What follows belongs to an exercise in optimizing a design on an open flow for small area, a short achievable clock period and few clock cycles per item; a production flow would make more cautious choices.
Only simulation tests tie the RTL to the original design; equivalence was not proved.
Power figures rest on the tool's default switching activity, not on a simulated workload.

## sorted_list_priority_queue_core
module sorted_list_priority_queue_core #(
    parameter int CAPACITY  = slpq_pkg::CAPACITY_DEF,
    parameter int KEY_WIDTH = slpq_pkg::KEY_WIDTH_DEF
) (
    input  logic                              i_clk,
    input  logic                              i_rst_n,
    input  logic                              i_s_axis_tvalid,
    output logic                              o_s_axis_tready,
    input  logic [slpq_pkg::KEY_FIELD_W-1:0]  i_s_axis_tdata,   
    input  logic                              i_s_axis_tuser,   
    output logic                              o_m_axis_tvalid,
    input  logic                              i_m_axis_tready,
    output logic [slpq_pkg::OUT_TDATA_W-1:0]  o_m_axis_tdata,
    input  logic                              i_cfg_valid,
    output logic                              o_cfg_ready,
    input  logic                              i_cfg_data        
);
Size: ~3700 cells after synthesis.
export LEC_CHECK = 0
export CAP_MARGIN = 20
export CORE_MARGIN = 2
export CORE_UTILIZATION = 40
export PLACE_DENSITY = 0.6
export SETUP_SLACK_MARGIN = 3.0
export SLEW_MARGIN = 20
export SYNTH_HIERARCHICAL = 1
export SYNTH_MINIMUM_KEEP_SIZE = 0
create_clock -name core_clock -period 6.0 [get_ports {i_clk}]
run.sh (not shown) runs the stock make flow with config.mk's settings and CLKGATE_MAP_FILE= SYNTH_SCRIPT=/design/flow/synth_recipe.tcl, a recipe that flattens the netlist after the stock synthesis.
Testbench counts at the start, summed over its fixed seeds: cycles 32,016, items 32,000.
Then changed:
SETUP_SLACK_MARGIN = 2.5   (was 3.0)
Wire length shrinks by 6.6%.
Setup slack degrades by 0.042 ns.
Die area is unchanged.
Sequential share of layout area grows by 1.7 points.
First-iteration DRC count shrinks by 7.9%.
Count of clock-buffer cells in the layout shrinks by 7.
Global-route usage shrinks by 2.3 points.
Cell area shrinks by 4.6%.
Via count shrinks by 3.4%.
Synthesized cell count is unchanged.
Core utilization shrinks by 2.5 points.

========
Another version of the RTL of sorted_list_priority_queue_core (not shown whole).
Size in the first run: roughly 3900 cells after synthesis.
// sorted_list_priority_queue_core
module sorted_list_priority_queue_core #(
    parameter int CAPACITY  = slpq_pkg::CAPACITY_DEF,
    parameter int KEY_WIDTH = slpq_pkg::KEY_WIDTH_DEF
) (
    input  logic                              i_clk,
    input  logic                              i_rst_n,
    input  logic                              i_s_axis_tvalid,
    output logic                              o_s_axis_tready,
    input  logic [slpq_pkg::KEY_FIELD_W-1:0]  i_s_axis_tdata,   
    input  logic                              i_s_axis_tuser,   
    output logic                              o_m_axis_tvalid,
    input  logic                              i_m_axis_tready,
    output logic [slpq_pkg::OUT_TDATA_W-1:0]  o_m_axis_tdata,
    input  logic                              i_cfg_valid,
    output logic                              o_cfg_ready,
    input  logic                              i_cfg_data        
);
Settings: LEC_CHECK=0, CAP_MARGIN=20, CORE_MARGIN=2, CORE_UTILIZATION=55, PLACE_DENSITY=0.75, SETUP_SLACK_MARGIN=3.8, SLEW_MARGIN=20, SYNTH_HIERARCHICAL=1, SYNTH_MINIMUM_KEEP_SIZE=0; clock period 6.0 ns.
Testbench counts at the start, summed over its fixed seeds: cycles 32,024, items 32,000.
==> next run, changes <==
--- a/flow/config.mk
+++ b/flow/config.mk
@@ -10,5 +10,5 @@
 export CORE_UTILIZATION = 55
 export PLACE_DENSITY = 0.75
-export SETUP_SLACK_MARGIN = 3.8
+export SETUP_SLACK_MARGIN = 3.5
 export SLEW_MARGIN = 20
 export SYNTH_HIERARCHICAL = 1
Die area does not change.
Register-to-register slack gets better by 0.10 ns.
Cell count went down by about 0.8%.
Wire length went down by about 8%.
Via count went down by 3.9%.
Global-route usage went up by 0.48 points.
Setup slack gets better by 0.10 ns.
Power went down by about 2.4%.
Cell area went down by about 3%.
Combinational power went down by about 6%.
Utilization went down by 2.0 points.
==> next run, changes <==
--- a/flow/config.mk
+++ b/flow/config.mk
@@ -8,7 +8,7 @@
 export CAP_MARGIN = 20
 export CORE_MARGIN = 2
-export CORE_UTILIZATION = 55
-export PLACE_DENSITY = 0.75
-export SETUP_SLACK_MARGIN = 3.5
+export CORE_UTILIZATION = 50
+export PLACE_DENSITY = 0.7
+export SETUP_SLACK_MARGIN = 3.8
 export SLEW_MARGIN = 20
 export SYNTH_HIERARCHICAL = 1
The changed run produced a clean layout.
Wire length is higher by roughly a tenth.
Power went up by a few percent.
Die area goes up by roughly a tenth.

separate check: timing with driven ports:
Ports are ideal in the flow. The routed layouts listed here were re-timed in OpenROAD. Step 1, drivers: a clkbuf_16 drives i_clk and a buf_2 each remaining input, both assumed. Step 2 also shifts input and output timing later by t, the mid clock arrival at the registers, as if the neighbouring blocks saw the same clock. a / b / c = ideal / step 1 / step 2; a / b = the first two.
| run | t, ns | setup WS [ns] | slew at the worst register clock pin (ns) |
|---|---|---|---|
| the first run of note 1 | 0.685 | 2.591 / 2.606 / 1.920 | 0.06 / 0.06 |
| the second run of note 1 | 0.704 | 2.549 / 2.512 / 1.880 | 0.07 / 0.07 |
| the first run of note 2 | 0.704 | 2.868 / 2.868 / 2.868 | 0.06 / 0.06 |
| the second run of note 2 | 0.710 | 2.973 / 2.931 / 2.859 | 0.07 / 0.07 |
| the third run of note 2 | 0.704 | 2.718 / 2.718 / 2.718 | 0.07 / 0.07 |
After both steps every run listed still meets setup and hold. The setup slack of the first run of note 1, which loses most, moves by +0.015 ns with the drivers and by -0.671 ns with both steps.
